This is an optimization exercise on Yosys and OpenROAD, whose aim is small area, a short achievable clock period and few clock cycles per item, not a production implementation. Only simulation tests tie the RTL to the original design; equivalence was not proved. Power and IR drop assume default switching activity.

01-22:
==> flow/design.v <==
`default_nettype none
package wbps_pkg;
  localparam int MAX_PATTERN_DEFAULT = 32;
  localparam int OFFSET_BITS_DEFAULT = 16;
  localparam int CFG_DATA_W   = 64;
  localparam int CFG_IDX_W    = 3;
  localparam int LEN_REG_W    = 6;
  localparam int PAT_REGS     = 4;
  localparam int PAT_BYTES    = PAT_REGS * CFG_DATA_W / 8;
  localparam int OFFSET_OUT_W = 16;
  localparam logic [7:0] WILDCARD_BYTE = 8'h2A;
  typedef struct packed {
    logic [7:0] region_byte;
    logic       region_end;
  } in_t;
  typedef struct packed {
    logic                    found;
    logic [OFFSET_OUT_W-1:0] match_offset;
  } out_t;
endpackage
`default_nettype wire
`default_nettype none
module wbps_cfg (
  input  wire logic         clk_i,
  input  wire logic         rst_ni,
  input  wire logic         cfg_we_i,
  input  wire logic [2:0]   cfg_idx_i,
  input  wire logic [63:0]  cfg_data_i,
  output logic      [4:0]   nm1_o,
  output logic      [3:0]   wvld_o,
  output logic [3:0][63:0]  pat_o
);
  logic [4:0]       nm1_q;
  logic [3:0]       wvld_q;
  logic [3:0][63:0] pat_q;
  logic [5:0]       lw;
  logic [4:0]       nm1_d;
  assign lw    = cfg_data_i[5:0];
  assign nm1_d = (lw == 6'd0) ? 5'd0 : (lw > 6'd32) ? 5'd31 : 5'(lw - 6'd1);
  always_ff @(posedge clk_i or negedge rst_ni) begin
    if (!rst_ni) begin
      nm1_q  <= 5'd0;
      wvld_q <= 4'd0;
    end else if (cfg_we_i) begin
      if (cfg_idx_i == 3'd0) nm1_q <= nm1_d;
      for (int w = 0; w < 4; w++) begin
        if (cfg_idx_i == 3'(w + 1)) wvld_q[w] <= 1'b1;
      end
    end
  end
  always_ff @(posedge clk_i) begin
    for (int w = 0; w < 4; w++) begin
      if (cfg_we_i && cfg_idx_i == 3'(w + 1)) pat_q[w] <= cfg_data_i;
    end
  end
  assign nm1_o  = nm1_q;
  assign wvld_o = wvld_q;
  assign pat_o  = pat_q;
endmodule
`default_nettype wire
`default_nettype none
module wbps_window (
  input  wire logic         clk_i,
  input  wire logic         step_i,      
  input  wire logic         first_i,     
  input  wire logic         zero_i,      
  input  wire logic [4:0]   nm1_i,
  output logic      [15:0]  off_o
);
  logic [15:0] off_q;
  logic [15:0] n16;
  assign n16 = 16'(nm1_i) + 16'd1;
  always_ff @(posedge clk_i) begin
    if (step_i) begin
      if (zero_i) begin
        off_q <= 16'd0;
      end else if (first_i) begin
        off_q <= 16'd1 - n16;
      end else if (off_q != ~n16) begin
        off_q <= off_q + 16'd1;
      end
    end
  end
  assign off_o = off_q;
endmodule
`default_nettype wire
`default_nettype none
module wbps_match (
  input  wire logic         clk_i,
  input  wire logic         load_i,
  input  wire logic         restart_i,
  input  wire logic [7:0]   byte_i,
  input  wire logic [3:0]   wvld_i,
  input  wire logic [3:0][63:0] pat_i,
  input  wire logic [4:0]   nm1_i,
  output logic              hit_o
);
  logic [31:0] eq;
  logic [31:0] st_q;
  logic        zero_byte;
  assign zero_byte = (byte_i == 8'h00);
  always_comb begin
    for (int k = 0; k < 32; k++) begin
      if (wvld_i[k / 8]) begin
        eq[k] = (pat_i[k / 8][(k % 8) * 8 +: 8] == wbps_pkg::WILDCARD_BYTE) ||
                (pat_i[k / 8][(k % 8) * 8 +: 8] == byte_i);
      end else begin
        eq[k] = zero_byte;
      end
    end
  end
  always_ff @(posedge clk_i) begin
    if (load_i) begin
      st_q <= eq & {st_q[30:0] & {31{!restart_i}}, 1'b1};
    end
  end
  assign hit_o = st_q[nm1_i];
endmodule
`default_nettype wire
`default_nettype none
module wildcard_byte_pattern_scanner_core (
  input  wire logic         clk_i,
  input  wire logic         rst_ni,
  input  wire logic         cfg_we_i,
  input  wire logic [2:0]   cfg_idx_i,
  input  wire logic [63:0]  cfg_data_i,
  input  wire logic         in_valid_i,
  input  wire wbps_pkg::in_t in_data_i,
  output logic              in_stall_o,
  output logic              out_valid_o,
  output wbps_pkg::out_t    out_data_o,
  input  wire logic         out_stall_i
);
  logic [4:0]       nm1;
  logic [3:0]       wvld;
  logic [3:0][63:0] pat;
  logic             load;
  logic             step;
  logic             hit;
  logic [15:0]      off;
  logic             last_q;    
  logic             first_q;   
  logic             fresh_q;   
  logic             done_q;    
  logic             ov_q;
  logic             found_q;
  assign in_stall_o = out_stall_i;
  assign load       = in_valid_i && !out_stall_i;
  assign step       = fresh_q && !out_stall_i;
  wbps_cfg u_cfg (
    .clk_i      (clk_i),
    .rst_ni     (rst_ni),
    .cfg_we_i   (cfg_we_i),
    .cfg_idx_i  (cfg_idx_i),
    .cfg_data_i (cfg_data_i),
    .nm1_o      (nm1),
    .wvld_o     (wvld),
    .pat_o      (pat)
  );
  wbps_match u_match (
    .clk_i     (clk_i),
    .load_i    (load),
    .restart_i (last_q),
    .byte_i    (in_data_i.region_byte),
    .wvld_i    (wvld),
    .pat_i     (pat),
    .nm1_i     (nm1),
    .hit_o     (hit)
  );
  wbps_window u_window (
    .clk_i   (clk_i),
    .step_i  (step),
    .first_i (first_q),
    .zero_i  (last_q && !hit),
    .nm1_i   (nm1),
    .off_o   (off)
  );
  always_ff @(posedge clk_i or negedge rst_ni) begin
    if (!rst_ni) begin
      last_q  <= 1'b1;
      fresh_q <= 1'b0;
      ov_q    <= 1'b0;
    end else if (!out_stall_i) begin
      fresh_q <= in_valid_i;
      ov_q    <= fresh_q && !done_q && (hit || last_q);
      if (in_valid_i) last_q <= in_data_i.region_end;
    end
  end
  always_ff @(posedge clk_i) begin
    if (load) begin
      first_q <= last_q;
      done_q  <= !last_q && (done_q || hit);
    end
    if (!out_stall_i) found_q <= hit;
  end
  assign out_valid_o             = ov_q;
  assign out_data_o.found        = found_q;
  assign out_data_o.match_offset = off;
endmodule
`default_nettype wire
`default_nettype none
module wbps_top (
  input  wire logic        clk_i,
  input  wire logic        rst_ni,
  input  wire logic        cfg_we_i,
  input  wire logic [2:0]  cfg_idx_i,
  input  wire logic [63:0] cfg_data_i,
  input  wire logic        in_valid_i,
  input  wire logic [7:0]  in_byte_i,
  input  wire logic        in_last_i,
  output logic             in_stall_o,
  output logic             out_valid_o,
  output logic             out_found_o,
  output logic [15:0]      out_offset_o,
  input  wire logic        out_stall_i
);
  wbps_pkg::in_t  in_data;
  wbps_pkg::out_t out_data;
  assign in_data.region_byte = in_byte_i;
  assign in_data.region_end  = in_last_i;
  assign out_found_o         = out_data.found;
  assign out_offset_o        = out_data.match_offset;
  wildcard_byte_pattern_scanner_core u_core (
    .clk_i       (clk_i),
    .rst_ni      (rst_ni),
    .cfg_we_i    (cfg_we_i),
    .cfg_idx_i   (cfg_idx_i),
    .cfg_data_i  (cfg_data_i),
    .in_valid_i  (in_valid_i),
    .in_data_i   (in_data),
    .in_stall_o  (in_stall_o),
    .out_valid_o (out_valid_o),
    .out_data_o  (out_data),
    .out_stall_i (out_stall_i)
  );
endmodule
`default_nettype wire
==> flow/config.mk <==
export PLATFORM = sky130hd
export DESIGN_NAME = wbps_top
export DESIGN_NICKNAME = wbps_top
export VERILOG_FILES = /design/flow/design.v
export SDC_FILE = /design/flow/constraint.sdc
export NUM_CORES = 4
export LEC_CHECK = 0
export CAP_MARGIN = 20
export CORE_MARGIN = 2
export CORE_UTILIZATION = 62
export CTS_BUF_LIST = sky130_fd_sc_hd__clkbuf_16
export CTS_CLUSTER_DIAMETER = 80
export CTS_CLUSTER_SIZE = 32
export PLACE_DENSITY = 0.75
export SETUP_SLACK_MARGIN = 4.4
export SLEW_MARGIN = 20
==> flow/constraint.sdc <==
create_clock -name core_clock -period 7.5 [get_ports {clk_i}]
set_input_delay 1.5000 -clock core_clock [delete_from_list [all_inputs] [get_ports {clk_i}]]
set_output_delay 1.5000 -clock core_clock [all_outputs]
set_load 0.01 [all_outputs]
standard.sh (not shown) runs the stock make flow with config.mk's settings and CLKGATE_MAP_FILE= SYNTH_SCRIPT=/design/flow/synth_recipe.tcl, a recipe that flattens the netlist after the stock synthesis.
==> flow/flow/run.sh <==
#!/bin/bash
# Standard layout, with plain buf_1 cells as the port buffers.
set -euo pipefail
bash standard.sh "BUFFER_PORTS_ARGS=-buffer_cell sky130_fd_sc_hd__buf_1" finish > standard_flow.log 2>&1
Testbench counts of 01-22, summed over its fixed seeds: cycles 110,095, items 109,783.
Inputs modified between 01-22 and 07-08:
diff --git a/flow/design.v b/flow/design.v
--- a/flow/design.v
+++ b/flow/design.v
@@ -64,5 +64,4 @@
   input  wire logic         step_i,      
   input  wire logic         first_i,     
-  input  wire logic         zero_i,      
   input  wire logic [4:0]   nm1_i,
   output logic      [15:0]  off_o
@@ -71,13 +70,11 @@
   logic [15:0] n16;
   assign n16 = 16'(nm1_i) + 16'd1;
-  always_ff @(posedge clk_i) begin
-    if (step_i) begin
-      if (zero_i) begin
-        off_q <= 16'd0;
-      end else if (first_i) begin
-        off_q <= 16'd1 - n16;
-      end else if (off_q != ~n16) begin
-        off_q <= off_q + 16'd1;
-      end
+  logic inc;
+  assign inc = step_i && (off_q != ~n16);
+  always_ff @(posedge clk_i) begin
+    if (step_i && first_i) begin
+      off_q <= 16'd1 - n16;
+    end else begin
+      off_q <= off_q + 16'(inc);
     end
   end
@@ -172,5 +169,4 @@
     .step_i  (step),
     .first_i (first_q),
-    .zero_i  (last_q && !hit),
     .nm1_i   (nm1),
     .off_o   (off)
@@ -196,5 +192,5 @@
   assign out_valid_o             = ov_q;
   assign out_data_o.found        = found_q;
-  assign out_data_o.match_offset = off;
+  assign out_data_o.match_offset = found_q ? off : 16'd0;
 endmodule
 `default_nettype wire
Notes after the runs:
~same sequential power in 07-08 and 01-22. Compared with 01-22, 07-08 shows a flip-flop and latch area that is 160 µm² lower. Non-clock buffer instance count of the final layout, 07-08 vs 01-22: down slightly. Global-route usage in 07-08 vs 01-22: up 0.45 points. 07-08 ended with more post-CTS setup-driven buffer insertion count than 01-22. Max count of inverters other than clock inverters in the layout across 07-08 and 01-22: 01-22.
Testbench counts of 07-08, summed over its fixed seeds: cycles 110,095, items 109,783.

port drivers added, routing unchanged:
No port has a modelled driver above. Below, the same layouts with a new extraction and two added sets of constraints. Step 1: set_driving_cell puts a clkbuf_16 on clk_i and a buf_2 on each other input, an assumption about the parent block. Step 2 moves the port delays by t, midway between the first and last clock arrival at a register: inputs arrive t later, outputs are due t later. That takes back most of the time a late clock gives input paths. Three values: ideal, step 1, step 2; two values: the first two.
run | shift t [ns] | slack for setup (ns) | hold slack, ns | worst setup path at the end | latest minus earliest clock arrival (ns)
01-22 | 0.545 | 4.293 / 4.246 / 3.950 | 0.488 / 0.488 / 0.488 | input to register | 0.032 / 0.032
07-08 | 0.560 | 4.295 / 4.247 / 3.966 | 0.490 / 0.490 / 0.490 | input to register | 0.030 / 0.030
After both steps setup and hold are still met in every run listed. For 01-22, which loses most, drivers alone change the setup slack by -0.047 ns; drivers and shift together by -0.343 ns.
